From an optimization exercise on the open Yosys and OpenROAD flow, aimed at small area, a short achievable clock period and few clock cycles per item; shortcuts taken in it are not production practice.
No run shown here included a check of the RTL's function; only the layout flow was run.
Power figures rest on the tool's default switching activity, not on a simulated workload.

`design.v`:
```
package bfl_pkg;
  localparam int unsigned MAX_NAME_BYTES_DEF = 16;
  localparam int unsigned OFFSET_BITS_DEF    = 24;
  localparam int unsigned OUT_OFS_W  = 24;
  localparam int unsigned NAME_IDX_W = 5;
  localparam logic [1:0] REG_NAME_LOW  = 2'd0;
  localparam logic [1:0] REG_NAME_HIGH = 2'd1;
  localparam logic [1:0] REG_NAME_LEN  = 2'd2;
  localparam logic [1:0] ST_FOUND     = 2'd0;
  localparam logic [1:0] ST_NOT_FOUND = 2'd1;
  localparam logic [1:0] ST_BAD_TYPE  = 2'd2;
  localparam logic [1:0] ST_TRUNCATED = 2'd3;
  localparam logic [7:0] SZ_LEN  = 8'h80;
  localparam logic [7:0] SZ_LEN4 = 8'h84;
  localparam logic [7:0] SZ_LEN5 = 8'h85;
  localparam logic [7:0] SZ_NONE = 8'hff;
  localparam logic [7:0] TYPE_STRING  = 8'd2;
  localparam logic [7:0] TYPE_BINDATA = 8'd5;
  localparam logic [7:0] TYPE_REGEX   = 8'd11;
  localparam logic [7:0] TYPE_DBREF   = 8'd12;
  localparam logic [7:0] TYPE_CODE    = 8'd13;
  localparam logic [7:0] TYPE_SYMBOL  = 8'd14;
  localparam logic [7:0] TYPE_CWS     = 8'd15;
  typedef enum logic [3:0] {
    PH_HEADER = 4'd0,
    PH_TYPE   = 4'd1,
    PH_NAME   = 4'd2,
    PH_LENGTH = 4'd3,
    PH_SKIP   = 4'd4,
    PH_REGEX1 = 4'd5,
    PH_REGEX2 = 4'd6,
    PH_IDLE   = 4'd7
  } phase_t;
  function automatic logic [7:0] size_code(input logic [7:0] t);
    logic [7:0] z;
    case (t)
      8'd0, 8'd6, 8'd10, 8'd127, 8'd255: z = 8'd0;
      8'd1, 8'd9, 8'd17, 8'd18:          z = 8'd8;
      8'd2:                              z = SZ_LEN4;
      8'd3, 8'd4:                        z = SZ_LEN;
      8'd5:                              z = SZ_LEN5;
      8'd7:                              z = 8'd12;
      8'd8:                              z = 8'd1;
      8'd16:                             z = 8'd4;
      default:                           z = SZ_NONE;
    endcase
    size_code = z;
  endfunction
  function automatic logic signed [5:0] length_adjust(input logic [7:0] t);
    logic signed [5:0] a;
    case (t)
      TYPE_STRING, TYPE_CODE, TYPE_SYMBOL: a = 6'sd0;
      TYPE_BINDATA:                        a = 6'sd1;
      TYPE_DBREF:                          a = 6'sd12;
      default:                             a = -6'sd4;
    endcase
    length_adjust = a;
  endfunction
endpackage
module bson_field_locator (
  input  logic                 clk,
  input  logic                 rst,
  input  logic                 in_valid,
  output logic                 in_ready,
  input  logic [7:0]           doc_byte,
  input  logic                 doc_last,
  output logic                 out_valid,
  input  logic                 out_ready,
  output logic [1:0]           status,
  output logic [bfl_pkg::OUT_OFS_W-1:0] element_offset,
  output logic [7:0]           element_type,
  output logic [bfl_pkg::OUT_OFS_W-1:0] value_offset,
  input  logic                 cfg_valid,
  output logic                 cfg_ready,
  input  logic [1:0]           cfg_index,
  input  logic [63:0]          cfg_data
);
  logic [63:0] name_lo, name_hi;
  logic        lo_set, hi_set;
  logic [4:0]  len_eff;             
  logic [7:0]  cur;
  logic        zero_byte, ones_byte, last, v_r;
  logic        p_hdr, p_type, p_name, p_len, p_skip, p_rx1, p_rx2, p_idle;
  logic [4:0]  cnt;                 
  logic        mism;                
  logic        bad;                 
  logic        at_len;              
  logic        s_end;               
  logic [7:0]  tgt_r;               
  logic [31:0] skip;                
  logic [23:0] pos;                 
  logic [23:0] estart;              
  logic [7:0]  etype;               
  logic [1:0]  st;
  logic        in_rdy;
  logic        in_fire, proc, emit, found, emit_fire, clear_res, ov_next;
  logic [1:0]  emit_status;
  logic        name_match, name_end, cnt3;
  logic [7:0]  tgt_next;
  assign in_ready  = in_rdy;
  assign cfg_ready = 1'b1;
  assign in_fire   = in_valid && in_rdy;
  always_ff @(posedge clk) begin
    if (cfg_valid && cfg_index == bfl_pkg::REG_NAME_LOW)  name_lo <= cfg_data;
    if (cfg_valid && cfg_index == bfl_pkg::REG_NAME_HIGH) name_hi <= cfg_data;
  end
  always_ff @(posedge clk) begin
    if (rst) begin
      lo_set  <= 1'b0;
      hi_set  <= 1'b0;
      len_eff <= 5'd1;
    end else if (cfg_valid) begin
      case (cfg_index)
        bfl_pkg::REG_NAME_LOW:  lo_set <= 1'b1;
        bfl_pkg::REG_NAME_HIGH: hi_set <= 1'b1;
        bfl_pkg::REG_NAME_LEN:  len_eff <= cfg_data[4] ? 5'd16 : {1'b0, cfg_data[3:0]};
        default: ;
      endcase
    end
  end
  always_ff @(posedge clk) begin
    if (in_fire) begin
      cur       <= doc_byte;
      zero_byte <= (doc_byte == 8'd0);
      ones_byte <= (doc_byte == 8'hff);
      last      <= doc_last;
    end
  end
  always_comb begin
    if (p_type) tgt_next = lo_set ? name_lo[7:0] : 8'd0;
    else begin
      case (cnt[3:0])
        4'd0:  tgt_next = lo_set ? name_lo[15:8]  : 8'd0;
        4'd1:  tgt_next = lo_set ? name_lo[23:16] : 8'd0;
        4'd2:  tgt_next = lo_set ? name_lo[31:24] : 8'd0;
        4'd3:  tgt_next = lo_set ? name_lo[39:32] : 8'd0;
        4'd4:  tgt_next = lo_set ? name_lo[47:40] : 8'd0;
        4'd5:  tgt_next = lo_set ? name_lo[55:48] : 8'd0;
        4'd6:  tgt_next = lo_set ? name_lo[63:56] : 8'd0;
        4'd7:  tgt_next = hi_set ? name_hi[7:0]   : 8'd0;
        4'd8:  tgt_next = hi_set ? name_hi[15:8]  : 8'd0;
        4'd9:  tgt_next = hi_set ? name_hi[23:16] : 8'd0;
        4'd10: tgt_next = hi_set ? name_hi[31:24] : 8'd0;
        4'd11: tgt_next = hi_set ? name_hi[39:32] : 8'd0;
        4'd12: tgt_next = hi_set ? name_hi[47:40] : 8'd0;
        4'd13: tgt_next = hi_set ? name_hi[55:48] : 8'd0;
        4'd14: tgt_next = hi_set ? name_hi[63:56] : 8'd0;
        default: tgt_next = 8'd0;
      endcase
    end
  end
  function automatic logic [3:0] fixed_size(input logic [7:0] t);
    case (t)
      8'd1, 8'd9, 8'd17, 8'd18: fixed_size = 4'd8;
      8'd7:                     fixed_size = 4'd12;
      8'd8:                     fixed_size = 4'd1;
      8'd16:                    fixed_size = 4'd4;
      default:                  fixed_size = 4'd0;
    endcase
  endfunction
  function automatic logic known_type(input logic [7:0] t);
    known_type = (t >= 8'd1 && t <= 8'd18) || t == 8'd127 || t == 8'd255;
  endfunction
  logic        t_fixed, t_len, t_regex, a_p1, a_p12, a_m4;
  logic [3:0]  t_size;
  assign t_size  = fixed_size(etype);
  assign t_fixed = (t_size != 4'd0);
  assign t_len   = (etype >= 8'd2 && etype <= 8'd5) || (etype >= 8'd12 && etype <= 8'd15);
  assign t_regex = (etype == 8'd11);
  assign a_p1    = (etype == 8'd5);
  assign a_p12   = (etype == 8'd12);
  assign a_m4    = (etype == 8'd3 || etype == 8'd4 || etype == 8'd15);
  assign cnt3       = (cnt[1:0] == 2'd3);
  assign name_match = !mism && at_len;
  assign name_end   = p_name && zero_byte && !last;    
  logic [31:0] nlen;
  logic        n_zero_hi, n_ones_hi, n_short, n_one;
  assign nlen      = {cur, skip[31:8]};
  assign n_zero_hi = mism && zero_byte;      
  assign n_ones_hi = bad && ones_byte;       
  always_comb begin
    if (a_m4) begin
      n_short = nlen[31] || (n_zero_hi && nlen[3:0] < 4'd5);
      n_one   = n_zero_hi && nlen[3:0] == 4'd5;
    end else if (a_p1) begin
      n_short = nlen[31];
      n_one   = n_zero_hi && nlen[3:0] == 4'd0;
    end else if (a_p12) begin
      n_short = nlen[31] && !(n_ones_hi && nlen[3:0] >= 4'd5);
      n_one   = n_ones_hi && nlen[3:0] == 4'd5;
    end else begin
      n_short = nlen[31] || (n_zero_hi && nlen[3:0] == 4'd0);
      n_one   = n_zero_hi && nlen[3:0] == 4'd1;
    end
  end
  logic s_zero_hi, s_ones_hi, s_two;
  assign s_zero_hi = (skip[31:4] == 28'd0);
  assign s_ones_hi = (skip[31:4] == {28{1'b1}});
  always_comb begin
    if (a_m4)       s_two = s_zero_hi && skip[3:0] == 4'd6;
    else if (a_p1)  s_two = s_zero_hi && skip[3:0] == 4'd1;
    else if (a_p12) s_two = s_ones_hi && skip[3:0] == 4'd6;
    else            s_two = s_zero_hi && skip[3:0] == 4'd2;
  end
  always_comb begin
    emit        = 1'b0;
    found       = 1'b0;
    emit_status = bfl_pkg::ST_NOT_FOUND;
    if (last && !p_idle) begin
      emit        = 1'b1;
      emit_status = p_type ? bfl_pkg::ST_NOT_FOUND : bfl_pkg::ST_TRUNCATED;
    end else if (p_type && zero_byte) begin
      emit = 1'b1;
    end else if (name_end && name_match) begin
      emit        = 1'b1;
      found       = 1'b1;
      emit_status = bfl_pkg::ST_FOUND;
    end else if (name_end && bad) begin
      emit        = 1'b1;
      emit_status = bfl_pkg::ST_BAD_TYPE;
    end
  end
  assign clear_res = (last && !p_idle) || (p_type && zero_byte) || (name_end && !name_match && bad);
  assign proc      = v_r && (!out_valid || p_idle || (p_hdr && !cnt3 && !last));
  assign emit_fire = proc && emit;
  assign ov_next   = emit_fire || (out_valid && !out_ready);
  always_ff @(posedge clk) begin
    if (rst) begin
      p_hdr  <= 1'b1;
      p_type <= 1'b0;
      p_name <= 1'b0;
      p_len  <= 1'b0;
      p_skip <= 1'b0;
      p_rx1  <= 1'b0;
      p_rx2  <= 1'b0;
      p_idle <= 1'b0;
    end else if (proc) begin
      if (last) begin
        p_hdr  <= 1'b1;
        p_type <= 1'b0;
        p_name <= 1'b0;
        p_len  <= 1'b0;
        p_skip <= 1'b0;
        p_rx1  <= 1'b0;
        p_rx2  <= 1'b0;
        p_idle <= 1'b0;
      end else begin
        p_hdr  <= p_hdr && !cnt3;
        p_type <= (p_hdr && cnt3) || (p_name && zero_byte && !name_match && !bad && t_size == 4'd0 &&
                   !t_len && !t_regex) || (p_len && cnt3 && n_short) || (p_skip && s_end) ||
                  (p_rx2 && zero_byte);
        p_name <= (p_type && !zero_byte) || (p_name && !zero_byte);
        p_len  <= (name_end && !name_match && t_len) || (p_len && !cnt3);
        p_skip <= (name_end && !name_match && t_fixed) || (p_len && cnt3 && !n_short) ||
                  (p_skip && !s_end);
        p_rx1  <= (name_end && !name_match && t_regex) || (p_rx1 && !zero_byte);
        p_rx2  <= (p_rx1 && zero_byte) || (p_rx2 && !zero_byte);
        p_idle <= p_idle || (p_type && zero_byte) || (name_end && (name_match || bad));
      end
    end
  end
  always_ff @(posedge clk) begin
    if (rst) begin
      cnt <= 5'd0;
    end else if (proc) begin
      if (last || p_type || (p_name && zero_byte)) cnt <= 5'd0;
      else if (p_hdr || p_name || p_len) cnt <= cnt + 5'd1;
    end
  end
  always_ff @(posedge clk) begin
    if (proc) begin
      if (p_type) begin
        mism   <= 1'b0;
        bad    <= !known_type(cur);
        at_len <= (len_eff == 5'd0);
        tgt_r  <= tgt_next;
      end
      if (p_name && !zero_byte) begin
        if (at_len || cur != tgt_r) mism <= 1'b1;
        at_len <= (cnt + 5'd1 == len_eff);
        tgt_r  <= tgt_next;
      end
      if (p_len) begin
        if (cnt[1:0] == 2'd0) begin
          mism <= (cur[7:4] == 4'h0);
          bad  <= (cur[7:4] == 4'hf);
        end else begin
          mism <= mism && zero_byte;
          bad  <= bad && ones_byte;
        end
      end
    end
  end
  always_ff @(posedge clk) begin
    if (proc) begin
      if (name_end) begin
        skip  <= {28'd0, t_size};
        s_end <= (t_size == 4'd1);
      end
      if (p_len) begin
        skip  <= nlen;
        s_end <= n_one;
      end
      if (p_skip) begin
        skip  <= skip - 32'd1;
        s_end <= s_two;
      end
    end
  end
  always_ff @(posedge clk) begin
    if (proc) begin
      if (clear_res) begin
        pos    <= 24'd0;
        estart <= 24'd0;
        etype  <= 8'd0;
      end else begin
        if (p_hdr && cnt3) pos <= 24'd4;
        else if (!p_hdr && !p_idle) pos <= pos + 24'd1;
        if (p_type) begin
          estart <= pos;
          etype  <= cur;
        end
      end
      if (emit) st <= emit_status;
    end
  end
  logic v_n, l_n;
  assign v_n = in_fire || (v_r && !proc);
  assign l_n = in_fire ? doc_last : last;
  always_ff @(posedge clk) begin
    if (rst) begin
      out_valid <= 1'b0;
      in_rdy    <= 1'b1;
      v_r       <= 1'b0;
    end else begin
      out_valid <= ov_next;
      v_r       <= v_n;
      in_rdy    <= !v_n || !ov_next || (emit_fire && !(last && l_n));
    end
  end
  assign status         = st;
  assign element_offset = estart;
  assign element_type   = etype;
  assign value_offset   = pos;
endmodule
```
`flow/run.sh`:
```
#!/bin/bash
# The standard layout (the standard.sh: its synthesis, floorplan, placement, CTS and routing
# unchanged), with the port buffers that global placement inserts made buf_1 cells instead of the
# default delay-buffer cells. Every input and output port still gets its own buffer.
set -euo pipefail
bash standard.sh "BUFFER_PORTS_ARGS=-buffer_cell sky130_fd_sc_hd__buf_1" finish > standard_make.log 2>&1
```
`standard.sh`:
```
#!/bin/bash
# synth_recipe.tcl (not shown) runs the flow's synth.tcl, then flattens the netlist and writes it again
# the make line also repeats each setting of config.mk as NAME=value (left out here)
make -C /OpenROAD-flow-scripts/flow DESIGN_CONFIG=/design/flow/config.mk WORK_HOME=/design/flow/orfs CLKGATE_MAP_FILE= SYNTH_SCRIPT=/design/flow/synth_recipe.tcl "${@:-finish}"
```
`config.mk`:
```
export PLATFORM = sky130hd
export DESIGN_NAME = bson_field_locator
export DESIGN_NICKNAME = bson_field_locator
export VERILOG_FILES = /design/flow/design.v
export SDC_FILE = /design/flow/constraint.sdc
export NUM_CORES = 4
export LEC_CHECK = 0
export ABC_AREA = 1
export CAP_MARGIN = 20
export CORE_MARGIN = 2
export CORE_UTILIZATION = 40
export CTS_CLUSTER_DIAMETER = 80
export CTS_CLUSTER_SIZE = 30
export SETUP_SLACK_MARGIN = 2.8
export SLEW_MARGIN = 20
```
`constraint.sdc`:
```
create_clock -name core_clock -period 5.0 [get_ports {clk}]
set_input_delay 1.0000 -clock core_clock [delete_from_list [all_inputs] [get_ports {clk}]]
set_output_delay 1.0000 -clock core_clock [all_outputs]
set_load 0.01 [all_outputs]
```
==> results of run 1 <==
==> Yosys cell counts, types with 3 or more instances <==
| master | instances | area (µm²) |
|---|---|---|
| a211oi_1 | 5 | 37.5 |
| inv_1 | 137 | 514 |
| nand3b_1 | 3 | 22.5 |
| o21ai_0 | 55 | 275 |
| nand2_2 | 9 | 56.3 |
| nor3_1 | 32 | 160 |
| nor2_1 | 143 | 537 |
| nor3_2 | 3 | 30.0 |
| ha_1 | 8 | 100 |
| clkbuf_1 | 8 | 30.0 |
| inv_2 | 12 | 45.0 |
| o211ai_1 | 4 | 30.0 |
| o22ai_1 | 11 | 68.8 |
| o21ai_1 | 17 | 85.1 |
| nor4_1 | 7 | 43.8 |
| nor2_2 | 10 | 62.6 |
| buf_2 | 6 | 30.0 |
| xor2_1 | 15 | 131 |
| or2_2 | 3 | 18.8 |
| nand2_1 | 286 | 1070 |
| a21oi_2 | 4 | 35.0 |
| nand3_1 | 61 | 305 |
| edfxtp_1 | 240 | 7210 |
| a21oi_1 | 47 | 235 |
| nand3_2 | 3 | 30.0 |
| nor2_4 | 10 | 113 |
| dfxtp_1 | 24 | 480 |
| o21a_1 | 3 | 22.5 |
| a22o_1 | 5 | 43.8 |
| nand4_1 | 39 | 244 |
| xnor2_1 | 4 | 35.0 |
==> layer usage <==
metal / vias to the layer above / wire (µm) / part of all wire (%)
li1: 4645 / - / -
met1: 4557 / 14800 / 45
met2: 345 / 15100 / 46
met3: 54 / 2060 / 6.3
met4: 0 / 797 / 2.4
met5: - / 0 / 0
==> power by group through the flow <==
stage | Clock (mW) | Sequential (mW) | Combinational, mW
after CTS | 1.47 | 2.55 | 0.327
after floorplan | 0 | 2.60 | 0.179
after global placement | 0 | 2.61 | 0.301
final | 1.44 | 2.55 | 0.339
after global routing | 1.55 | 2.56 | 0.374
after detailed placement | 0 | 2.61 | 0.306
==> cell usage in the layout (no fill, tap or decap), types with 17 or more instances in the layout <==
cell / n
nor2_1: 129
nand2_1: 284
edfxtp_1: 240
nor2_2: 23
o21ai_1: 17
o21ai_0: 55
inv_1: 129
dfxtp_1: 20
nor3_1: 30
nand3_1: 61
nand4_1: 39
buf_4: 31
buf_1: 138
a21oi_1: 45
==> state kept, by name (all words and copies together) (netlist names), 2 cells and up <==
| signal | count |
|---|---|
| st | 2 |
| len_eff | 5 |
| pos | 24 |
| name_hi | 64 |
| cur | 8 |
| tgt_r | 8 |
| cnt | 5 |
| etype | 8 |
| name_lo | 64 |
| estart | 24 |
| skip | 32 |
==> repair_timing <==
action,in CTS,in global routing
cloned,3,1
setup buffers,12,18
endpoints found under the setup margin,159,100
resized for setup,21,21
pin swaps,2,1
endpoints found under the hold margin,0,0
==> kinds of logic after synthesis <==
| logic type | count (synthesis) | synth area share, % |
|---|---|---|
| and+or+nand+nor | 620 | 22.6 |
| DFF | 264 | 61.9 |
| buffers and inverters | 170 | 5.34 |
| AOI/OAI and AO/OA | 167 | 7.99 |
| xor gates and xnor gates | 19 | 1.34 |
| adders and majority gates | 8 | 0.806 |
| other | 1 | 0.0302 |
==> final timing paths <==
check                                           start                   to  cells past startpoint
worst min register to register    cnt[4]$_SDFFE_PP0P_  cnt[4]$_SDFFE_PP0P_                      2
worst max register to register    cnt[3]$_SDFFE_PP0P_   tgt_r[1]$_DFFE_PP_                      7
worst min-delay path              cnt[4]$_SDFFE_PP0P_  cnt[4]$_SDFFE_PP0P_                      2
worst max-delay path            pos[17]$_SDFFCE_PN0P_     value_offset[17]                      1
==> layout make-up <==
type | count | area share, %
timing repair inverter | 2 | 0.105
tap | 396 | 3.46
inverter | 152 | 4.13
timing repair buffer | 172 | 5.50
sequential | 264 | 53.8
clock buffer | 16 | 2.65
multi-input combinational | 817 | 29.5
clock inverter | 9 | 0.927
==> results.yml, run 1 <==
clock_tree:
  clock-sinks: 264
  cts_tree: "done"
  clk_path_buf_depth: 3
  clk_latency_ns: 0.50
  cts_root_buffer: "clkbuf_16"
  h-tree-depth: 1
  cts_made_buffers: 15
  post_cts_hold_buffer_count: 0
  clk_pin_slew_ns: 0.11
routing:
  wire_per_inst_um: 17.9
  vias_per_cell: 5.25
  drt_iter0_drc: 811
  dr.pass1.iters: 5
  ant_nets: 0
  dr_total_vias: 9601
  drc: 0
  wl_mm: 32.8
placement:
  pre_cts_slack_ns: 2.07
  place.gp.congestion: 0.884
  dp_hpwl_mm: 22.5
  dpl_cell_area_um2: 13400
  numPortBuffers: 139
  place_inst: 1769
floorplanning:
  core_um2: 30600
  num_rows: 64
  die_h_um: 180
  io_pins: 141
  die_x_um: 180
  start_util_pct: 40.6
  dieArea_um2: 32500
critical_path:
  cp-end-kind: "primary output"
  worst-path-buf-inv: 1
  reg2reg_slack_ns: 2.84
  path_class: "reg -> out"
  critPathMaxFanout: 5
  cp_slowest_stage_delay_ns: 0.50
  cpMaxStageDelayCell: "edfxtp_1"
  worstPathArrival_ns: 1.17
  cp_top_family: "flip-flops"
  cp_data_required_time_ns: 4.00
  critPathLaunchType: "flip-flop"
  path_cells: "buf_1"
yosys:
  ys_warn_count: 1
  ys_seq_area_share_pct: 61.9
  synth.avg_cell_area_um2: 9.95
  yosysUniqueCellTypes: 58
  ys_seq_elements: 264
  synth_flop_cell: "edfxtp_1"
  synthesis.area_um2: 12400
  postSynthCellCount: 1249
  syn_nets: 1337
  synth-edff-count: 240
  async_reset_ff_share_pct: 0
sta:
  worst_slack_ns: 2.83
  maxSlewViolCount: 0
  rsz0062_at_grt: "yes"
  fin_skew_ns: 0.0183
  timing.hold.ws_ns: 0.492
  relSlewSlack_pct: 40.6
  setup_viol: 0
  min_period_over_period_pct: 43.4
  fmax_mhz: 460
  finalHoldViolations: 0
  setup-tns-final_ns: 0
  worst_slew_pin_slew_ns: 0.891
  finalCriticalPeriod_ns: 2.17
grt:
  grt_use_total_pct: 19.7
  grt_pass1_wl_mm: 50.7
  met3_usage_pct: 2.59
  grt_start_max_net_pins: 66
  overflow: 0
  grtUsageMet2_pct: 31.7
  grt_pass1_vias: 8971
  grtUsageMet1_pct: 28.1
  grt_most_used_layer: "met2"
  antenna_found_initial: 0
layout:
  final_layout_size_suffix_gt1_share_pct: 11.2
  diodes: 0
  syn2layout_area_growth_pct: 15.2
  regArea_um2: 7690
  postLayoutCellArea_um2: 14300
  fin_cells: 1828
  multi_input_area_um2: 4220
  final_nets: 1512
  final_core_util_pct: 46.8
  nFillCells: 2912
pwr:
  switchingPower_mw: 1.07
  p_leak_nw: 5.17
  power.internal_mw: 3.26
  power_mw: 4.33
  switching_share_pct: 24.8
  p_seq_share_pct: 59.0
  max-vdd-ir-drop_v: 0.000274
  power.density_nw_per_um2: 303
  pwr-share-comb_pct: 7.8
  clockPowerShare_pct: 33.2
outcome:
  status: "complete, no violations"
run:
  drv_cap: 0
min_path:
  min_path_type: "reg -> reg"
==> run 2: changes to the inputs <==
--- a/config.mk
+++ b/config.mk
@@ -8,8 +8,9 @@
 export ABC_AREA = 1
 export CAP_MARGIN = 20
 export CORE_MARGIN = 2
-export CORE_UTILIZATION = 40
+export CORE_UTILIZATION = 55
 export CTS_CLUSTER_DIAMETER = 80
 export CTS_CLUSTER_SIZE = 30
+export PLACE_DENSITY = 0.65
 export SETUP_SLACK_MARGIN = 2.8
 export SLEW_MARGIN = 20
==> results.yml, run 2 <==
outcome:
  status: "complete, no violations"
grt:
  grt_pass1_vias: 9058
  grt_start_max_net_pins: 66
  overflow: 0
  grt_pass1_wl_mm: 48.0
  grt_use_total_pct: 25.7
  antenna_found_initial: 0
clock_tree:
  h-tree-depth: 1
  cts_made_buffers: 15
  post_cts_hold_buffer_count: 0
  clk_path_buf_depth: 3
  cts_tree: "done"
  cts_root_buffer: "clkbuf_16"
  clk_latency_ns: 0.52
  clk_pin_slew_ns: 0.10
  clock-sinks: 264
pwr:
  switching_share_pct: 24.9
  power.internal_mw: 3.21
  p_seq_share_pct: 59.6
  power.density_nw_per_um2: 302
  switchingPower_mw: 1.07
  power_mw: 4.28
  pwr-share-comb_pct: 8.0
  clockPowerShare_pct: 32.5
  p_leak_nw: 5.19
  max-vdd-ir-drop_v: 0.000395
yosys:
  ys_seq_area_share_pct: 61.9
  ys_seq_elements: 264
  syn_nets: 1337
  synthTopCellsByArea: "edfxtp_1 58%, nand2_1 8.6%, nor2_1 4.3%"
  ys_warn_count: 1
  async_reset_ff_share_pct: 0
  postSynthCellCount: 1249
  synth_flop_cell: "edfxtp_1"
  synthesis.area_um2: 12400
  yosysTopAreaCell: "edfxtp_1"
  ys_top_cells_by_count: "286 x nand2_1, 240 x edfxtp_1, 143 x nor2_1"
  yosysUniqueCellTypes: 58
  synth-edff-count: 240
  netlist.area_leader.share_pct: 58.0
  synth.avg_cell_area_um2: 9.95
  synth.most_common_cell: "nand2_1"
sta:
  setup_viol: 0
  min_period_over_period_pct: 44.7
  relSlewSlack_pct: 44.3
  setup-tns-final_ns: 0
  maxSlewViolCount: 0
  finalCriticalPeriod_ns: 2.23
  worst_slew_pin_slew_ns: 0.836
  fmax_mhz: 448
  finalHoldViolations: 0
  rsz0062_at_grt: "yes"
  timing.hold.ws_ns: 0.497
  fin_skew_ns: 0.0207
critical_path:
  cpMaxStageDelayCell: "edfxtp_1"
  path_depth: 2
  cp_slowest_stage_delay_ns: 0.47
  cp_top_family: "flip-flops"
  reg2reg_slack_ns: 2.92
  rr_startpoint: "zero_byte$_DFFE_PP_"
  crit_path_end: "value_offset[0]"
  critPathLaunchType: "flip-flop"
  crit_start: "pos[0]$_SDFFCE_PN0P_"
  path_cells: "buf_6, buf_6"
  cp_data_required_time_ns: 4.00
  critPathMaxFanout: 4
  path_class: "reg -> out"
  reg2reg_depth: 11
  worst-path-buf-inv: 2
  r2r_end: "pos[17]$_SDFFCE_PN0P_"
  cp-end-kind: "primary output"
  worstPathArrival_ns: 1.23
  critPathMostFrequentCell: "buf_6"
layout:
  nFillCells: 1915
  final_layout_size_suffix_gt1_share_pct: 10.8
  final_nets: 1514
  diodes: 0
  final_core_util_pct: 64.4
  final_common_cell: "nand2_1"
  syn2layout_area_growth_pct: 14.1
  top_regs: "name_hi x64, name_lo x64, skip x32"
  final_cell_mix: "286 x nand2_1, 240 x edfxtp_1, 138 x buf_1"
min_path:
  min_path_type: "reg -> reg"
routing:
  dr.pass1.iters: 5
  ant_nets: 0
  drc: 0
  vias_per_cell: 5.56
  wl_mm: 30.6
  wire_per_inst_um: 17.9
  dr_total_vias: 9531
  drt_iter0_drc: 751
floorplanning:
  io_pins: 141
  num_rows: 54
  die_h_um: 154
  core_um2: 22000
  dieArea_um2: 23800
  die_x_um: 154
  start_util_pct: 56.4
placement:
  dp_hpwl_mm: 21.4
  place.gp.congestion: 0.886
  numPortBuffers: 139
run:
  drv_cap: 0
-- run 2: cells by family after synthesis --
logic type / synth area share, %
xor+xnor: 1.34
compound gates: 7.99
simple gates: 22.6
buf+inv: 5.34
fa+ha+maj: 0.806
other cells: 0.0302
flops: 61.9
-- run 2: how the worst min path moves through the flow --
stage / startpoint / to / slack (ns) / depth (start not counted)
after floorplan: cnt[4]$_SDFFE_PP0P_ / cnt[4]$_SDFFE_PP0P_ / 0.46 / 2
after global placement: cnt[4]$_SDFFE_PP0P_ / cnt[4]$_SDFFE_PP0P_ / 0.47 / 2
after global routing: p_idle$_SDFFE_PP0P_ / p_idle$_SDFFE_PP0P_ / 0.53 / 2
after detailed placement: cnt[4]$_SDFFE_PP0P_ / cnt[4]$_SDFFE_PP0P_ / 0.49 / 2
final: cnt[4]$_SDFFE_PP0P_ / cnt[4]$_SDFFE_PP0P_ / 0.50 / 2
after CTS: cnt[4]$_SDFFE_PP0P_ / cnt[4]$_SDFFE_PP0P_ / 0.51 / 2
-- run 2: what timing repair did --
item / CTS / global route
endpoints found under the setup margin: 159 / 51
pin swaps: 3 / 2
gates resized for setup: 19 / 22
gates cloned: 3 / 1
buffers inserted: 14 / 16
-- run 2: area by class of cell --
class	count	area, µm²	share of cell area [%]
multi-input combinational	817	4230	29.8
clock inverter	9	116	0.821
tap	280	350	2.47
inverter	152	587	4.14
timing repair inverter	2	15.0	0.106
timing repair buffer	174	812	5.73
clock buffer	16	379	2.67
sequential	264	7690	54.2
-- run 2: power by group through the flow --
stage	clock [mW]	sequential [mW]	combinational [mW]
floorplan	0	2.60	0.179
global placement	0	2.61	0.299
detailed placement	0	2.61	0.305
CTS	1.42	2.55	0.327
global route	1.49	2.56	0.379
finish	1.39	2.55	0.341
-- run 2: metal layers --
metal / vias up / track usage, % / routed length, µm / share of wire (%)
met5: - / 0 / 0 / 0
met4: 0 / 7.10 / 701 / 2.3
met3: 48 / 2.69 / 2010 / 6.5
met2: 362 / 44.3 / 15000 / 49
met1: 4467 / 35.0 / 12900 / 42
li1: 4654 / - / - / -
-- run 2: through the flow --
step | setup slack [ns] | instance area (µm²) | std cells
after CTS | 2.80 | 14000 | 1697
after global placement | 2.12 | 13300 | 1655
after floorplan | 1.95 | 12500 | 1249
final | 2.77 | 14200 | 1714
after detailed placement | 2.02 | 13300 | 1655
after global routing | 2.72 | 14200 | 1714
-- run 2: worst min-delay path, stage by stage, from the launching register on --
cell and delay, ns:
dfxtp_1 0.34, nand2_1 0.06, a21oi_1 0.06
==> run 3: changes to the inputs <==
--- a/design.v
+++ b/design.v
@@ -307,22 +307,17 @@
       end
     end
   end
+  logic        pos_ld, pos_inc, es_ld, st_ld;
+  logic [23:0] pos_new;
+  assign pos_ld  = proc && (clear_res || (p_hdr && cnt3) || (!p_hdr && !p_idle));
+  assign pos_new = clear_res ? 24'd0 : (p_hdr ? 24'd4 : pos + 24'd1);
+  assign es_ld   = proc && (clear_res || p_type);
+  assign st_ld   = proc && emit;
   always_ff @(posedge clk) begin
-    if (proc) begin
-      if (clear_res) begin
-        pos    <= 24'd0;
-        estart <= 24'd0;
-        etype  <= 8'd0;
-      end else begin
-        if (p_hdr && cnt3) pos <= 24'd4;
-        else if (!p_hdr && !p_idle) pos <= pos + 24'd1;
-        if (p_type) begin
-          estart <= pos;
-          etype  <= cur;
-        end
-      end
-      if (emit) st <= emit_status;
-    end
+    pos    <= (pos_new & {24{pos_ld}}) | (pos & {24{!pos_ld}});
+    estart <= (pos & {24{es_ld && !clear_res}}) | (estart & {24{!es_ld}});
+    etype  <= (cur & {8{es_ld && !clear_res}}) | (etype & {8{!es_ld}});
+    st     <= (emit_status & {2{st_ld}}) | (st & {2{!st_ld}});
   end
   logic v_n, l_n;
   assign v_n = in_fire || (v_r && !proc);
--- a/config.mk
+++ b/config.mk
@@ -8,9 +8,8 @@
 export ABC_AREA = 1
 export CAP_MARGIN = 20
 export CORE_MARGIN = 2
-export CORE_UTILIZATION = 55
+export CORE_UTILIZATION = 40
 export CTS_CLUSTER_DIAMETER = 80
 export CTS_CLUSTER_SIZE = 30
-export PLACE_DENSITY = 0.65
 export SETUP_SLACK_MARGIN = 2.8
 export SLEW_MARGIN = 20
==> results.yml, run 3 <==
yosys:
  postSynthCellCount: 1220
  synthTopCellsByArea: "edfxtp_1 52%, dfxtp_1 9.3%, nand2_1 9.0%"
  synthesis.area_um2: 12100
  synth.most_common_cell: "nand2_1"
  synth.avg_cell_area_um2: 9.88
  yosysUniqueCellTypes: 51
  ys_seq_area_share_pct: 61.1
  synth-edff-count: 208
  ys_warn_count: 1
  ys_seq_elements: 264
  synth_flop_cell: "edfxtp_1"
  syn_nets: 1308
  ys_top_cells_by_count: "290 x nand2_1, 208 x edfxtp_1, 122 x nor2_1"
  yosysTopAreaCell: "edfxtp_1"
  netlist.area_leader.share_pct: 51.8
  async_reset_ff_share_pct: 0
clock_tree:
  cts_tree: "done"
  clk_latency_ns: 0.52
  clock-sinks: 264
  h-tree-depth: 1
  cts_root_buffer: "clkbuf_16"
  post_cts_hold_buffer_count: 0
  clk_pin_slew_ns: 0.12
  cts_made_buffers: 14
  clk_path_buf_depth: 3
placement:
  pre_cts_slack_ns: 1.96
  place_inst: 1736
  numPortBuffers: 139
  dp_hpwl_mm: 21.9
  place.gp.congestion: 0.859
outcome:
  status: "complete, no violations"
layout:
  final_cell_mix: "287 x nand2_1, 208 x edfxtp_1, 138 x buf_1"
  top_regs: "name_hi x64, name_lo x64, skip x32"
  fin_cells: 1791
  syn2layout_area_growth_pct: 15.8
  final_nets: 1480
  final_layout_size_suffix_gt1_share_pct: 11.6
  final_common_cell: "nand2_1"
  nFillCells: 2888
routing:
  dr_total_vias: 9342
  drc: 0
  ant_nets: 0
  dr.pass1.iters: 5
  vias_per_cell: 5.22
  wl_mm: 31.3
  drt_iter0_drc: 780
  wire_per_inst_um: 17.5
critical_path:
  worstPathArrival_ns: 1.23
  critPathMaxFanout: 2
  path_class: "reg -> out"
  cp_top_family: "flip-flops"
  cp_slowest_stage_delay_ns: 0.43
  cp_data_required_time_ns: 4.00
  worst-path-buf-inv: 2
  cp-end-kind: "primary output"
  cpMaxStageDelayCell: "edfxtp_1"
  critPathLaunchType: "flip-flop"
  path_cells: "buf_4, buf_1"
sta:
  finalCriticalPeriod_ns: 2.23
  fin_skew_ns: 0.0339
  rsz0062_at_grt: "yes"
  timing.hold.ws_ns: 0.459
  min_period_over_period_pct: 44.5
  setup_viol: 0
  relSlewSlack_pct: 40.4
  maxSlewViolCount: 0
  setup-tns-final_ns: 0
  finalHoldViolations: 0
  worst_slew_pin_slew_ns: 0.894
  fmax_mhz: 449
  worst_slack_ns: 2.77
min_path:
  min_path_type: "reg -> reg"
grt:
  grt_use_total_pct: 19.7
  overflow: 0
  grt_start_max_net_pins: 66
  grt_pass1_vias: 8764
  grt_pass1_wl_mm: 48.5
  antenna_found_initial: 1
pwr:
  p_leak_nw: 4.95
  max-vdd-ir-drop_v: 0.000346
  power.density_nw_per_um2: 317
floorplanning:
  num_rows: 63
  die_h_um: 178
  dieArea_um2: 31500
  io_pins: 141
  start_util_pct: 40.7
  die_x_um: 178
  core_um2: 29600
run:
  drv_cap: 0
==> run 3: changes by cell type in the layout (fill, tap and decap cells not counted), moves of 5 or more <==
cell / change
nor2_4: -6
o21ai_0: +14
buf_4: -5
nor2_1: -23
dfxtp_1: +29
inv_1: -29
o21ai_2: +15
edfxtp_1: -32
o22ai_2: +6
nand4_1: +9
==> run 3: path summary, 6_finish.rpt <==
kind,from,end,slack [ns],cells after the start
worst max-delay path,flip-flop,value_offset[1],2.77,2
worst min-delay path,estart[17]$_DFF_P_,estart[17]$_DFF_P_,0.46,2
worst max register to register,flip-flop,flip-flop,2.87,11
worst min register to register,estart[17]$_DFF_P_,estart[17]$_DFF_P_,0.46,2
==> run 3: routing by layer <==
metal  wire length, µm  track usage [%]  vias up  share of wire (%)
met4               689             4.92        0                2.2
met5                 0                0        -                  0
li1                  -                -     4591                  -
met2             15100             33.2      293                 48
met3              1520             1.95       38                4.9
met1             14000             27.2     4420                 45
==> run 3: report_power, final <==
group          internal, mW  leakage, nW  switching [mW]
registers              2.49         2.38          0.0772
clock network         0.647        0.241           0.755
logic                 0.153         2.33           0.310
==> run 3: cells by family (layout without fill, tap and decap cells) <==
group,after synthesis,count (layout),share of synthesized area [%]
AND/OR/NAND/NOR,589,590,21.7
flip-flops,264,264,61.1
AO/OA/AOI/OAI,197,199,10.0
buffers and inverters,139,316,4.74
XOR/XNOR,22,22,1.60
adder cells (fa/ha/maj),8,8,0.830
other,1,2,0.0311
==> run 3: repair_timing <==
action                     in CTS  in global routing
gates resized for setup        28                 26
setup endpoints to repair     171                104
cloned                          4                  0
hold endpoints to repair        0                  0
pin swaps                       4                  3
buffers inserted                7                 19
==> run 3: tightest hold or removal path, delay by kind of cell (launching register included) <==
family | cells | cell delay (ns)
flops | 1 | 0.33
simple gates | 2 | 0.10
==> run 3: layout make-up <==
| type | count | area [µm²] | area share, % |
|---|---|---|---|
| Timing Repair inverter | 1 | 7.51 | 0.0538 |
| Clock buffer | 19 | 433 | 3.10 |
| Inverter | 122 | 482 | 3.45 |
| Timing Repair Buffer | 169 | 783 | 5.61 |
| Sequential cell | 264 | 7370 | 52.8 |
| Antenna cell | 1 | 2.50 | 0.0179 |
| Multi-Input combinational cell | 820 | 4330 | 31.0 |
| Tap cell | 390 | 488 | 3.49 |
| Clock inverter | 5 | 68.8 | 0.493 |
==> run 3: metrics by stage <==
step	power [mW]	instance area (µm²)	utilization [%]
floorplan	2.86	12100	-
global placement	3.03	13000	44.0
detailed placement	3.04	13000	44.0
CTS	4.44	13700	46.3
global route	4.59	14000	47.1
finish	4.43	14000	47.1
==> run 4: changes to the inputs <==
--- a/config.mk
+++ b/config.mk
@@ -11,5 +11,5 @@
 export CORE_UTILIZATION = 40
 export CTS_CLUSTER_DIAMETER = 80
 export CTS_CLUSTER_SIZE = 30
-export SETUP_SLACK_MARGIN = 2.8
+export SETUP_SLACK_MARGIN = 2.75
 export SLEW_MARGIN = 20
==> results.yml, run 4 <==
clock_tree:
  clk_pin_slew_ns: 0.12
  clk_latency_ns: 0.52
  clock-sinks: 264
  cts_root_buffer: "clkbuf_16"
  h-tree-depth: 1
  cts_tree: "done"
  cts_made_buffers: 14
  clk_path_buf_depth: 3
sta:
  fmax_mhz: 444
  min_period_over_period_pct: 45.1
  finalCriticalPeriod_ns: 2.25
  rsz0062_at_grt: "yes"
  timing.hold.ws_ns: 0.458
  worst_slack_ns: 2.75
  fin_skew_ns: 0.0374
  worst_slew_pin_slew_ns: 0.891
  setup_viol: 0
  relSlewSlack_pct: 40.6
  finalHoldViolations: 0
  setup-tns-final_ns: 0
  maxSlewViolCount: 0
yosys:
  ys_seq_area_share_pct: 61.1
  synthesis.area_um2: 12100
  synth.most_common_cell: "nand2_1"
  ys_warn_count: 1
  synthMuxAreaShare_pct: 0
  synthAdderAreaFrac_pct: 0.830
  yosysUniqueCellTypes: 51
  ys_seq_elements: 264
  synth_xor_area_share_pct: 1.60
  yosysTopAreaCell: "edfxtp_1"
  netlist.area_leader.share_pct: 51.8
  yosys.area_share.simple_pct: 21.7
  syn_nets: 1308
  synthTopCellsByArea: "edfxtp_1 52%, dfxtp_1 9.3%, nand2_1 9.0%"
  synth_flop_cell: "edfxtp_1"
  synth.avg_cell_area_um2: 9.88
  synth_top_family_by_area: "simple AND/OR/NAND/NOR gates"
  async_reset_ff_share_pct: 0
  synth_compound_area_share_pct: 10.0
  synth-edff-count: 208
  postSynthCellCount: 1220
  ys_top_cells_by_count: "290 x nand2_1, 208 x edfxtp_1, 122 x nor2_1"
layout:
  final_layout_size_suffix_gt1_share_pct: 10.5
  final_cell_mix: "289 x nand2_1, 208 x edfxtp_1, 139 x buf_1"
  syn2layout_area_growth_pct: 15.0
  top_regs: "name_hi x64, name_lo x64, skip x32"
  final_nets: 1473
  final_common_cell: "nand2_1"
  nFillCells: 2903
grt:
  antenna_found_initial: 1
  grt_use_total_pct: 19.7
  grt_pass1_wl_mm: 48.5
  grt_pass1_vias: 8763
  grtUsageMet2_pct: 33.0
  grtUsageMet1_pct: 27.3
  met3_usage_pct: 1.91
  grt_start_max_net_pins: 66
  overflow: 0
  grt_most_used_layer: "met2"
routing:
  vias_per_cell: 5.25
  drt_iter0_drc: 833
  wl_mm: 31.3
  wire_per_inst_um: 17.5
  dr_total_vias: 9369
  drc: 0
  ant_nets: 0
  dr.pass1.iters: 5
floorplanning:
  io_pins: 141
  num_rows: 63
  die_h_um: 178
  start_util_pct: 40.7
  core_um2: 29600
  dieArea_um2: 31500
  die_x_um: 178
outcome:
  status: "complete, no violations"
critical_path:
  critPathMaxFanout: 3
  critPathLaunchType: "flip-flop"
  cp_data_required_time_ns: 4.00
  worstPathArrival_ns: 1.25
  cp-end-kind: "primary output"
  path_class: "reg -> out"
run:
  drv_cap: 0
min_path:
  min_path_type: "reg -> reg"
placement:
  place.gp.congestion: 0.859
  numPortBuffers: 139
  dp_hpwl_mm: 21.9
  pre_cts_slack_ns: 1.96
pwr:
  p_leak_nw: 4.90
  power.density_nw_per_um2: 319
  power_mw: 4.42
  max-vdd-ir-drop_v: 0.000345
run 4: cell families (layout without fill, tap and decap cells):
family / after synthesis / after routing
AO/OA/AOI/OAI: 197 / 199
AND/OR/NAND/NOR: 589 / 590
flip-flops: 264 / 264
buffers and inverters: 139 / 309
adder cells (fa/ha/maj): 8 / 8
other: 1 / 2
XOR/XNOR: 22 / 22
run 4: path summary, 6_finish.rpt:
check | slack, ns | start | cells past startpoint | end
setup / recovery | 2.75 | flip-flop | 2 | value_offset[0]
setup reg to reg | 2.84 | skip[0]$_DFFE_PP_ | 9 | skip[16]$_DFFE_PP_
hold reg to reg | 0.46 | estart[17]$_DFF_P_ | 2 | estart[17]$_DFF_P_
hold / removal | 0.46 | estart[17]$_DFF_P_ | 2 | estart[17]$_DFF_P_
run 4: what timing repair did:
action,in CTS,in global routing
cloned,4,1
endpoints found under the setup margin,161,82
pin swaps,4,2
hold endpoints to repair,0,0
hold buffers,0,0
buffers inserted,6,12
resized for setup,22,16
run 4: power breakdown:
part	internal [mW]	switching [mW]
Sequential	2.49	0.0785
Clock	0.647	0.753
Combinational	0.149	0.306
Total	3.28	1.14
run 4: routing by layer:
metal	routed length (µm)	share of wire, %
met4	833	2.7
met2	15000	48
met1	13900	44
met3	1570	5.0
met5	0	0
run 4: critical path, stage by stage, from the launching register on:
cell	delay, ns
edfxtp_1	0.45
buf_4	0.17
buf_1	0.12
run 4: area by class of cell:
class / count / area [µm²] / share of cell area (%)
tap: 390 / 488 / 3.52
multi-input combinational: 820 / 4290 / 31.0
inverter: 122 / 480 / 3.47
clock buffer: 19 / 433 / 3.12
timing repair buffer: 161 / 712 / 5.14
antenna: 1 / 2.50 / 0.0181
clock inverter: 5 / 68.8 / 0.496
timing repair inverter: 2 / 15.0 / 0.108
sequential: 264 / 7370 / 53.2
run 4: metrics by stage:
stage	utilization, %	area, µm²	cells
2_1_floorplan	-	12100	1220
3_3_place_gp	44.0	13000	1736
3_5_place_dp	44.0	13000	1736
4_1_cts	46.2	13700	1770
5_1_grt	46.8	13900	1783
6_report	46.8	13900	1784
==> run 5: changes to the inputs <==
--- a/design.v
+++ b/design.v
@@ -79,18 +79,15 @@
   logic        lo_set, hi_set;
   logic [4:0]  len_eff;             
   logic [7:0]  cur;
-  logic        zero_byte, ones_byte, last, v_r;
+  logic        zero_byte, last, v_r;
   logic        p_hdr, p_type, p_name, p_len, p_skip, p_rx1, p_rx2, p_idle;
   logic [4:0]  cnt;                 
   logic        mism;                
   logic        bad;                 
-  logic        at_len;              
-  logic        s_end;               
+  logic        flag;                
   logic [7:0]  tgt_r;               
   logic [31:0] skip;                
   logic [23:0] pos;                 
-  logic [23:0] estart;              
-  logic [7:0]  etype;               
   logic [1:0]  st;
   logic        in_rdy;
   logic        in_fire, proc, emit, found, emit_fire, clear_res, ov_next;
@@ -101,8 +98,8 @@
   assign cfg_ready = 1'b1;
   assign in_fire   = in_valid && in_rdy;
   always_ff @(posedge clk) begin
-    if (cfg_valid && cfg_index == bfl_pkg::REG_NAME_LOW)  name_lo <= cfg_data;
-    if (cfg_valid && cfg_index == bfl_pkg::REG_NAME_HIGH) name_hi <= cfg_data;
+    if (cfg_valid && !rst && cfg_index == bfl_pkg::REG_NAME_LOW)  name_lo <= cfg_data;
+    if (cfg_valid && !rst && cfg_index == bfl_pkg::REG_NAME_HIGH) name_hi <= cfg_data;
   end
   always_ff @(posedge clk) begin
     if (rst) begin
@@ -122,7 +119,6 @@
     if (in_fire) begin
       cur       <= doc_byte;
       zero_byte <= (doc_byte == 8'd0);
-      ones_byte <= (doc_byte == 8'hff);
       last      <= doc_last;
     end
   end
@@ -161,15 +157,20 @@
   function automatic logic known_type(input logic [7:0] t);
     known_type = (t >= 8'd1 && t <= 8'd18) || t == 8'd127 || t == 8'd255;
   endfunction
+  logic [7:0]  etype;
   logic        t_fixed, t_len, t_regex, a_p1, a_p12, a_m4;
   logic [3:0]  t_size;
+  assign etype   = skip[31:24];        
   assign t_size  = fixed_size(etype);
   assign t_fixed = (t_size != 4'd0);
   assign t_len   = (etype >= 8'd2 && etype <= 8'd5) || (etype >= 8'd12 && etype <= 8'd15);
   assign t_regex = (etype == 8'd11);
-  assign a_p1    = (etype == 8'd5);
-  assign a_p12   = (etype == 8'd12);
-  assign a_m4    = (etype == 8'd3 || etype == 8'd4 || etype == 8'd15);
+  assign a_p1    = tgt_r[0];
+  assign a_p12   = tgt_r[1];
+  assign a_m4    = tgt_r[2];
+  logic at_len, s_end;
+  assign at_len = flag;
+  assign s_end  = flag;
   assign cnt3       = (cnt[1:0] == 2'd3);
   assign name_match = !mism && at_len;
   assign name_end   = p_name && zero_byte && !last;    
@@ -177,7 +178,7 @@
   logic        n_zero_hi, n_ones_hi, n_short, n_one;
   assign nlen      = {cur, skip[31:8]};
   assign n_zero_hi = mism && zero_byte;      
-  assign n_ones_hi = bad && ones_byte;       
+  assign n_ones_hi = bad && (cur == 8'hff);  
   always_comb begin
     if (a_m4) begin
       n_short = nlen[31] || (n_zero_hi && nlen[3:0] < 4'd5);
@@ -272,52 +273,49 @@
       if (p_type) begin
         mism   <= 1'b0;
         bad    <= !known_type(cur);
-        at_len <= (len_eff == 5'd0);
+        flag   <= (len_eff == 5'd0);
         tgt_r  <= tgt_next;
       end
       if (p_name && !zero_byte) begin
         if (at_len || cur != tgt_r) mism <= 1'b1;
-        at_len <= (cnt + 5'd1 == len_eff);
+        flag   <= (cnt + 5'd1 == len_eff);
         tgt_r  <= tgt_next;
       end
+      if (name_end && !name_match) begin
+        flag  <= (t_size == 4'd1);
+        tgt_r <= {5'd0, etype == 8'd3 || etype == 8'd4 || etype == 8'd15, etype == 8'd12, etype == 8'd5};
+      end
+      if (p_skip) flag <= s_two;
       if (p_len) begin
+        flag <= n_one;
         if (cnt[1:0] == 2'd0) begin
           mism <= (cur[7:4] == 4'h0);
           bad  <= (cur[7:4] == 4'hf);
         end else begin
           mism <= mism && zero_byte;
-          bad  <= bad && ones_byte;
+          bad  <= bad && (cur == 8'hff);
         end
       end
     end
   end
   always_ff @(posedge clk) begin
     if (proc) begin
-      if (name_end) begin
+      if (p_type) skip <= {cur, pos};
+      if (name_end && !name_match) begin
         skip  <= {28'd0, t_size};
-        s_end <= (t_size == 4'd1);
-      end
-      if (p_len) begin
-        skip  <= nlen;
-        s_end <= n_one;
-      end
-      if (p_skip) begin
-        skip  <= skip - 32'd1;
-        s_end <= s_two;
       end
+      if (p_len) skip <= nlen;
+      if (p_skip) skip <= skip - 32'd1;
+      if (clear_res) skip <= 32'd0;
     end
   end
-  logic        pos_ld, pos_inc, es_ld, st_ld;
-  logic [23:0] pos_new;
-  assign pos_ld  = proc && (clear_res || (p_hdr && cnt3) || (!p_hdr && !p_idle));
-  assign pos_new = clear_res ? 24'd0 : (p_hdr ? 24'd4 : pos + 24'd1);
-  assign es_ld   = proc && (clear_res || p_type);
-  assign st_ld   = proc && emit;
   always_ff @(posedge clk) begin
-    pos    <= (pos_new & {24{pos_ld}}) | (pos & {24{!pos_ld}});
-    estart <= (pos & {24{es_ld && !clear_res}}) | (estart & {24{!es_ld}});
-    etype  <= (cur & {8{es_ld && !clear_res}}) | (etype & {8{!es_ld}});
-    st     <= (emit_status & {2{st_ld}}) | (st & {2{!st_ld}});
+    if (proc) begin
+      if (clear_res) pos <= 24'd0;
+      else if (p_hdr && cnt3) pos <= 24'd4;
+      else if (!p_hdr && !p_idle) pos <= pos + 24'd1;
+      if (emit) st <= emit_status;
+    end
   end
   logic v_n, l_n;
   assign v_n = in_fire || (v_r && !proc);
@@ -334,7 +332,7 @@
     end
   end
   assign status         = st;
-  assign element_offset = estart;
-  assign element_type   = etype;
+  assign element_offset = skip[23:0];
+  assign element_type   = skip[31:24];
   assign value_offset   = pos;
 endmodule
--- a/config.mk
+++ b/config.mk
@@ -11,5 +11,5 @@
 export CORE_UTILIZATION = 40
 export CTS_CLUSTER_DIAMETER = 80
 export CTS_CLUSTER_SIZE = 30
-export SETUP_SLACK_MARGIN = 2.75
+export SETUP_SLACK_MARGIN = 2.8
 export SLEW_MARGIN = 20
==> results.yml, run 5 <==
yosys:
  synth_xor_area_share_pct: 1.83
  synth.most_common_cell: "nand2_1"
  netlist.area_leader.share_pct: 54.0
  synth_flop_cell: "edfxtp_1"
  synth_compound_area_share_pct: 9.69
  synthesis.area_um2: 11500
  synthAdderAreaFrac_pct: 0.873
  postSynthCellCount: 1248
  ys_warn_count: 1
  yosys.area_share.simple_pct: 24.0
  synthTopCellsByArea: "edfxtp_1 54%, nand2_1 10%, nor2_1 4.3%"
  synthMuxAreaShare_pct: 0
  ys_seq_elements: 230
  syn_nets: 1336
  async_reset_ff_share_pct: 0
  ys_top_cells_by_count: "312 x nand2_1, 206 x edfxtp_1, 130 x nor2_1"
  synth_top_family_by_area: "simple AND/OR/NAND/NOR gates"
  yosysTopAreaCell: "edfxtp_1"
  yosysUniqueCellTypes: 46
  synth.avg_cell_area_um2: 9.19
  synth-edff-count: 206
  ys_seq_area_share_pct: 58.2
critical_path:
  reg2reg_slack_ns: 2.84
  cp_data_required_time_ns: 4.00
  worstPathArrival_ns: 1.25
  critPathMaxFanout: 5
  path_class: "reg -> out"
  cp-end-kind: "primary output"
  critPathLaunchType: "flip-flop"
grt:
  grt_pass1_wl_mm: 51.9
  grt_use_total_pct: 22.0
  grt_start_max_net_pins: 66
  overflow: 0
  antenna_found_initial: 2
  grt_pass1_vias: 9067
placement:
  numPortBuffers: 139
  place.gp.congestion: 0.910
  dp_hpwl_mm: 23.4
clock_tree:
  clk_path_buf_depth: 3
  post_cts_hold_buffer_count: 0
  cts_tree: "done"
  cts_made_buffers: 14
  clk_pin_slew_ns: 0.10
  clock-sinks: 230
  clk_latency_ns: 0.52
  cts_root_buffer: "clkbuf_16"
  h-tree-depth: 1
layout:
  syn2layout_area_growth_pct: 23.3
  final_layout_size_suffix_gt1_share_pct: 15.3
  final_core_util_pct: 50.5
  top_regs: "name_hi x64, name_lo x64, skip x32"
  final_common_cell: "nand2_1"
  nFillCells: 2579
  final_cell_mix: "302 x nand2_1, 206 x edfxtp_1, 137 x buf_1"
  final_nets: 1568
floorplanning:
  io_pins: 141
  num_rows: 61
  dieArea_um2: 30000
  core_um2: 28000
  die_x_um: 173
  start_util_pct: 40.9
  die_h_um: 173
outcome:
  status: "complete, no violations"
run:
  drv_cap: 0
sta:
  fin_skew_ns: 0.0480
  finalHoldViolations: 0
  min_period_over_period_pct: 45.0
  finalCriticalPeriod_ns: 2.25
  fmax_mhz: 444
  setup_viol: 0
  rsz0062_at_grt: "yes"
  worst_slew_pin_slew_ns: 0.986
  maxSlewViolCount: 0
  relSlewSlack_pct: 34.3
  timing.hold.ws_ns: 0.467
  setup-tns-final_ns: 0
pwr:
  p_leak_nw: 5.19
  power.density_nw_per_um2: 280
  max-vdd-ir-drop_v: 0.000253
routing:
  vias_per_cell: 5.41
  ant_nets: 0
  wl_mm: 35.1
  dr.pass1.iters: 7
  wire_per_inst_um: 18.8
  dr_total_vias: 10100
  drc: 0
  drt_iter0_drc: 1152
min_path:
  min_path_type: "reg -> reg"
## run 5: cell types whose count changed after synthesis, moves of 9 or more
cell | previous run | this run
o21ai_1 | 13 | 1
inv_1 | 105 | 123
nand2_1 | 290 | 312
a22o_1 | 9 | 0
a21oi_1 | 48 | 87
inv_2 | 14 | 1
buf_2 | 3 | 13
dfxtp_1 | 56 | 24
nand3_1 | 61 | 79
o21ai_2 | 13 | 0
## run 5: timing repair
action,in CTS,in global routing
pin swaps,3,17
resized for setup,55,60
setup endpoints to repair,265,100
endpoints found under the hold margin,0,0
setup buffers,34,61
gates cloned,5,2
## run 5: logic make-up after synthesis
logic type	count (synthesis)
simple gates	630
flops	230
compound gates	198
buf+inv	157
xor+xnor	24
fa+ha+maj	8
other cells	1
## run 5: metal layers
| layer | track usage, % | share of wire, % |
|---|---|---|
| met2 | 34.8 | 45 |
| met4 | 6.18 | 3.1 |
| met5 | 0 | 0.037 |
| met1 | 31.5 | 43 |
| met3 | 3.40 | 8.8 |
## run 5: path summary, 6_finish.rpt
path | start | to | cells after the start
hold / removal | p_rx1$_SDFFE_PP0P_ | p_rx1$_SDFFE_PP0P_ | 2
setup / recovery | skip[4]$_SDFFCE_PP0P_ | element_offset[4] | 2
setup reg to reg | mism$_DFFE_PP_ | skip[2]$_SDFFCE_PP0P_ | 12
hold reg to reg | p_rx1$_SDFFE_PP0P_ | p_rx1$_SDFFE_PP0P_ | 2
## run 5: power breakdown
part	internal [mW]	switching, mW
logic	0.152	0.271
clock network	0.579	0.725
registers	2.17	0.0619
total	2.90	1.06
## run 5: cell type report
type	instances	area, µm²	share of cell area, %
antenna	1	2.50	0.0177
timing repair buffer	245	1460	10.3
clock buffer	16	368	2.60
clock inverter	8	120	0.850
tap	378	473	3.35
timing repair inverter	3	22.5	0.159
inverter	124	497	3.51
multi-input combinational	862	4520	31.9
sequential	230	6680	47.2
## run 5: worst max-delay path, cell delays in order (launching register included)
cell and delay [ns]:
edfxtp_1 0.50, buf_6 0.17, buf_6 0.11
## run 5: metrics by stage
| stage | total power [mW] | worst slack [ns] | cell area, µm² | std cells |
|---|---|---|---|---|
| floorplan | 2.46 | 1.35 | 11500 | 1248 |
| global placement | 2.60 | 1.80 | 12400 | 1740 |
| detailed placement | 2.60 | 1.71 | 12400 | 1740 |
| CTS | 3.92 | 2.79 | 13400 | 1803 |
| global route | 4.09 | 2.73 | 14100 | 1866 |
| finish | 3.96 | 2.75 | 14100 | 1867 |
==> run 6: changes to the inputs <==
--- a/config.mk
+++ b/config.mk
@@ -13,3 +13,4 @@
 export CTS_CLUSTER_SIZE = 30
 export SETUP_SLACK_MARGIN = 2.8
 export SLEW_MARGIN = 20
+export TNS_END_PERCENT = 10
==> results.yml, run 6 <==
layout:
  final_layout_size_suffix_gt1_share_pct: 11.5
  diodes: 0
  top_regs: "name_hi x64, name_lo x64, skip x32"
  syn2layout_area_growth_pct: 18.9
  postLayoutCellArea_um2: 13600
  final_common_cell: "nand2_1"
  fin_cells: 1810
  final_nets: 1512
  final_core_util_pct: 48.7
  final_cell_mix: "304 x nand2_1, 206 x edfxtp_1, 139 x buf_1"
  nFillCells: 2656
pwr:
  max-vdd-ir-drop_v: 0.000257
  power.density_nw_per_um2: 290
  power_mw: 3.95
  p_leak_nw: 4.92
clock_tree:
  clk_latency_ns: 0.52
  h-tree-depth: 1
  clk_pin_slew_ns: 0.10
  post_cts_hold_buffer_count: 0
  clk_path_buf_depth: 3
  cts_made_buffers: 14
  clock-sinks: 230
  cts_tree: "done"
  cts_root_buffer: "clkbuf_16"
routing:
  wire_per_inst_um: 19.0
  dr_total_vias: 9826
  drc: 0
  dr.pass1.iters: 5
  vias_per_cell: 5.43
  wl_mm: 34.3
  drt_iter0_drc: 1023
  ant_nets: 0
critical_path:
  cp_top_family: "flip-flops"
  cp_slowest_stage_delay_ns: 0.62
  cpMaxStageDelayCell: "edfxtp_1"
  reg2reg_slack_ns: 2.77
  worst-path-buf-inv: 1
  cp-end-kind: "primary output"
  path_class: "reg -> out"
  critPathMaxFanout: 8
  cp_data_required_time_ns: 4.00
  critPathLaunchType: "flip-flop"
  worstPathArrival_ns: 1.31
  path_cells: "buf_1"
placement:
  numPortBuffers: 139
  place_inst: 1743
  dpl_cell_area_um2: 12400
  dp_hpwl_mm: 23.7
  place.gp.congestion: 0.900
  pre_cts_slack_ns: 1.45
floorplanning:
  die_x_um: 173
  dieArea_um2: 30000
  io_pins: 141
  start_util_pct: 40.9
  num_rows: 61
  core_um2: 28000
  die_h_um: 173
yosys:
  yosysTopAreaCell: "edfxtp_1"
  ys_seq_area_share_pct: 58.2
  yosysUniqueCellTypes: 46
  postSynthCellCount: 1248
  synthesis.area_um2: 11500
  synth.most_common_cell: "nand2_1"
  netlist.area_leader.share_pct: 54.0
  async_reset_ff_share_pct: 0
  synth_flop_cell: "edfxtp_1"
  synthTopCellsByArea: "edfxtp_1 54%, nand2_1 10%, nor2_1 4.3%"
  syn_nets: 1336
  synth.avg_cell_area_um2: 9.19
  ys_top_cells_by_count: "312 x nand2_1, 206 x edfxtp_1, 130 x nor2_1"
  synth-edff-count: 206
  ys_warn_count: 1
  ys_seq_elements: 230
sta:
  relSlewSlack_pct: 39.8
  worst_slack_ns: 2.69
  finalHoldViolations: 0
  rsz0062_at_grt: "yes"
  min_period_over_period_pct: 46.2
  fin_skew_ns: 0.0511
  worst_slew_pin_slew_ns: 0.904
  fmax_mhz: 433
  timing.hold.ws_ns: 0.469
  setup_viol: 0
  setup-tns-final_ns: 0
  finalCriticalPeriod_ns: 2.31
  maxSlewViolCount: 0
run:
  drv_cap: 0
grt:
  grt_pass1_wl_mm: 52.6
  grt_pass1_vias: 9229
  grt_start_max_net_pins: 66
  antenna_found_initial: 0
  overflow: 0
  grt_use_total_pct: 22.2
outcome:
  status: "complete, no violations"
min_path:
  min_path_type: "reg -> reg"
run 6: layout make-up:
cell class	count	area, µm²	share of cell area (%)
Inverter	124	487	3.57
Multi-Input combinational cell	863	4500	33.0
Timing Repair inverter	1	7.51	0.0551
Tap cell	378	473	3.47
Clock inverter	4	73.8	0.541
Timing Repair Buffer	190	1000	7.36
Sequential cell	230	6680	49.0
Clock buffer	20	414	3.04
run 6: cell families (layout without fill, tap and decap cells):
| group | after synthesis | after routing | synth area share, % |
|---|---|---|---|
| fa+ha+maj | 8 | 8 | 0.873 |
| simple gates | 630 | 632 | 24.0 |
| xor+xnor | 24 | 24 | 1.83 |
| flops | 230 | 230 | 58.2 |
| other cells | 1 | 1 | 0.0327 |
| buf+inv | 157 | 339 | 5.38 |
| compound gates | 198 | 198 | 9.69 |
run 6: what timing repair did:
action | in CTS | in global routing
gates resized for setup | 59 | 45
endpoints found under the hold margin | 0 | 0
cloned | 5 | 0
buffers inserted | 11 | 27
setup endpoints to repair | 149 | 110
pin swaps | 3 | 11
run 6: path summary, 6_finish.rpt:
check | startpoint | to | depth (start not counted)
setup / recovery | skip[24]$_SDFFCE_PP0P_ | element_type[0] | 1
hold / removal | p_rx1$_SDFFE_PP0P_ | p_rx1$_SDFFE_PP0P_ | 2
setup reg to reg | zero_byte$_DFFE_PP_ | pos[21]$_SDFFCE_PN0P_ | 10
hold reg to reg | p_rx1$_SDFFE_PP0P_ | p_rx1$_SDFFE_PP0P_ | 2
run 6: report_power, final:
part	internal (mW)	switching [mW]	leakage (nW)
Combinational	0.134	0.253	2.59
Clock	0.615	0.704	0.234
Sequential	2.17	0.0706	2.10
Total	2.92	1.03	4.92
run 6: metal layers:
layer	part of all wire [%]	GRT usage, %
met2	47	36.4
met3	7.7	3.90
met5	0	0
met4	2.3	4.98
met1	43	30.7
==> run 7: changes to the inputs <==
--- a/config.mk
+++ b/config.mk
@@ -11,6 +11,5 @@
 export CORE_UTILIZATION = 40
 export CTS_CLUSTER_DIAMETER = 80
 export CTS_CLUSTER_SIZE = 30
-export SETUP_SLACK_MARGIN = 2.8
+export SETUP_SLACK_MARGIN = 2.7
 export SLEW_MARGIN = 20
-export TNS_END_PERCENT = 10
==> results.yml, run 7 <==
pwr:
  max-vdd-ir-drop_v: 0.000295
  switching_share_pct: 26.9
  power.density_nw_per_um2: 298
  switchingPower_mw: 1.09
  clockPowerShare_pct: 35.5
  power_mw: 4.06
  power.internal_mw: 2.97
  p_seq_share_pct: 55.3
critical_path:
  reg2reg_slack_ns: 2.75
  cp_slowest_stage_delay_ns: 0.50
  cp_top_family: "flip-flops"
  cp-end-kind: "primary output"
  cpMaxStageDelayCell: "edfxtp_1"
  reg2reg_depth: 4
  critPathLaunchType: "flip-flop"
  cp_data_required_time_ns: 4.00
  rr_startpoint: "p_len$_SDFFE_PP0P_"
  worstPathArrival_ns: 1.30
yosys:
  synth_flop_cell: "edfxtp_1"
  ys_warn_count: 1
  synth.most_common_cell: "nand2_1"
  synthesis.area_um2: 11500
  synthTopCellsByArea: "edfxtp_1 54%, nand2_1 10%, nor2_1 4.3%"
  yosysUniqueCellTypes: 46
  synth.avg_cell_area_um2: 9.19
  syn_nets: 1336
  synth-edff-count: 206
  ys_top_cells_by_count: "312 x nand2_1, 206 x edfxtp_1, 130 x nor2_1"
  ys_seq_area_share_pct: 58.2
sta:
  relSlewSlack_pct: 30.3
  maxSlewViolCount: 0
  worst_slew_pin_slew_ns: 1.05
  finalCriticalPeriod_ns: 2.30
  fin_skew_ns: 0.0205
  setup_viol: 0
  setup-tns-final_ns: 0
  fmax_mhz: 435
layout:
  final_layout_size_suffix_gt1_share_pct: 10.8
  regArea_um2: 6670
  final_cell_mix: "308 x nand2_1, 206 x edfxtp_1, 139 x buf_1"
  diodes: 0
  nFillCells: 2687
  syn2layout_area_growth_pct: 18.7
  final_common_cell: "nand2_1"
placement:
  place.gp.congestion: 0.908
  numPortBuffers: 139
  dp_hpwl_mm: 23.3
clock_tree:
  clk_latency_ns: 0.50
  h-tree-depth: 1
  cts_made_buffers: 15
floorplanning:
  dieArea_um2: 30000
  die_x_um: 173
  die_h_um: 173
  core_um2: 28000
  io_pins: 141
run:
  drv_cap: 0
min_path:
  min_from: "p_rx1$_SDFFE_PP0P_"
  min_path_type: "reg -> reg"
  hold_path_depth: 2
outcome:
  status: "complete, no violations"
routing:
  drt-met1-wl_mm: 15.0
  dr.pass1.iters: 7
  drc: 0
  maxUsedRoutingLayer: "met4"
  ant_nets: 0
  wl_mm: 33.8
  drt_iter0_drc: 975
  dr_total_vias: 9716
grt:
  grt_pass1_wl_mm: 51.8
  grt_pass1_vias: 9112
  grt_start_max_net_pins: 66
## run 7: cell counts after synthesis
No cell type changed its count.
## run 7: per-layer routing
metal	global-route usage, %	vias to the layer above
met1	31.7	4574
li1	-	4649
met4	5.26	0
met2	34.2	438
met3	3.90	55
met5	0	-
## run 7: cell families after synthesis
| logic type | count (synthesis) | synth area share [%] |
|---|---|---|
| buffers and inverters | 157 | 5.38 |
| AO/OA/AOI/OAI | 198 | 9.69 |
| other | 1 | 0.0327 |
| XOR/XNOR | 24 | 1.83 |
| AND/OR/NAND/NOR | 630 | 24.0 |
| adder cells (fa/ha/maj) | 8 | 0.873 |
| flip-flops | 230 | 58.2 |
## run 7: worst max path at each step
| stage | cells past startpoint | startpoint | slack, ns | endpoint |
|---|---|---|---|---|
| 2_1_floorplan | 2 | cfg_valid | 1.35 | name_lo[0]$_DFFE_PP_ |
| 3_3_place_gp | 11 | zero_byte$_DFFE_PP_ | 2.01 | pos[12]$_SDFFCE_PN0P_ |
| 3_5_place_dp | 11 | zero_byte$_DFFE_PP_ | 1.96 | pos[12]$_SDFFCE_PN0P_ |
| 4_1_cts | 12 | mism$_DFFE_PP_ | 2.71 | pos[21]$_SDFFCE_PN0P_ |
| 5_1_grt | 11 | cnt[2]$_SDFFE_PP0P_ | 2.63 | tgt_r[0]$_DFFE_PP_ |
| 6_report | 2 | skip[4]$_SDFFCE_PP0P_ | 2.70 | element_offset[4] |
## run 7: per-stage QoR
step | std cells | instance area (µm²) | setup WS (ns) | utilization (%)
5_1_grt | 1808 | 13600 | 2.63 | 48.6
2_1_floorplan | 1248 | 11500 | 1.35 | -
4_1_cts | 1781 | 13200 | 2.71 | 47.3
3_3_place_gp | 1739 | 12400 | 2.01 | 44.2
6_report | 1808 | 13600 | 2.70 | 48.6
3_5_place_dp | 1739 | 12400 | 1.96 | 44.2
## run 7: layout make-up
class / instances / area share [%]
tap: 378 / 3.48
multi-input combinational: 862 / 32.8
sequential: 230 / 49.0
clock buffer: 15 / 2.76
timing repair buffer: 186 / 6.84
timing repair inverter: 4 / 0.184
clock inverter: 9 / 1.26
inverter: 124 / 3.61
## run 7: power by group through the flow
| stage | Sequential [mW] | Clock, mW | Combinational [mW] |
|---|---|---|---|
| global route | 2.25 | 1.53 | 0.415 |
| finish | 2.24 | 1.44 | 0.375 |
| CTS | 2.24 | 1.47 | 0.344 |
| global placement | 2.29 | 0 | 0.308 |
| detailed placement | 2.29 | 0 | 0.311 |
| floorplan | 2.27 | 0 | 0.188 |
## run 7: worst reg2reg max path: stages (launching register included)
cell and delay [ns]:
dfxtp_2 0.53, buf_4 0.38, clkinvlp_2 0.56, nand3_1 0.40
a221oi_1 0.13
## run 7: repair_timing
item                                    CTS  global route
pin swaps                                 0            11
setup buffers                            14            26
cloned                                    4             1
gates resized for setup                  46            37
endpoints found under the setup margin  164           157

## separate check: timing with driven ports
Ports are ideal in the flow. The routed layouts listed here were re-timed in OpenROAD.
Step 1 sets driving cells, clkbuf_16 on the clock port and buf_2 on the other inputs (assumed; they add their load-dependent delay and slew).
Step 2 also shifts input and output timing later by t, the mid clock arrival at the registers, as if the neighbouring blocks saw the same clock.
Slacks: ideal / step 1 / step 2; pairs: ideal / step 1.
run | t (ns) | setup WS [ns]
run 1 | 0.541 | 2.828 / 2.780 / 2.441
run 2 | 0.552 | 2.767 / 2.721 / 2.486
run 3 | 0.551 | 2.774 / 2.723 / 2.431
run 4 | 0.550 | 2.745 / 2.696 / 2.429
run 5 | 0.548 | 2.748 / 2.700 / 2.343
run 6 | 0.545 | 2.689 / 2.643 / 2.429
run 7 | 0.546 | 2.701 / 2.653 / 2.321
After both steps setup and hold are still met in every run listed.
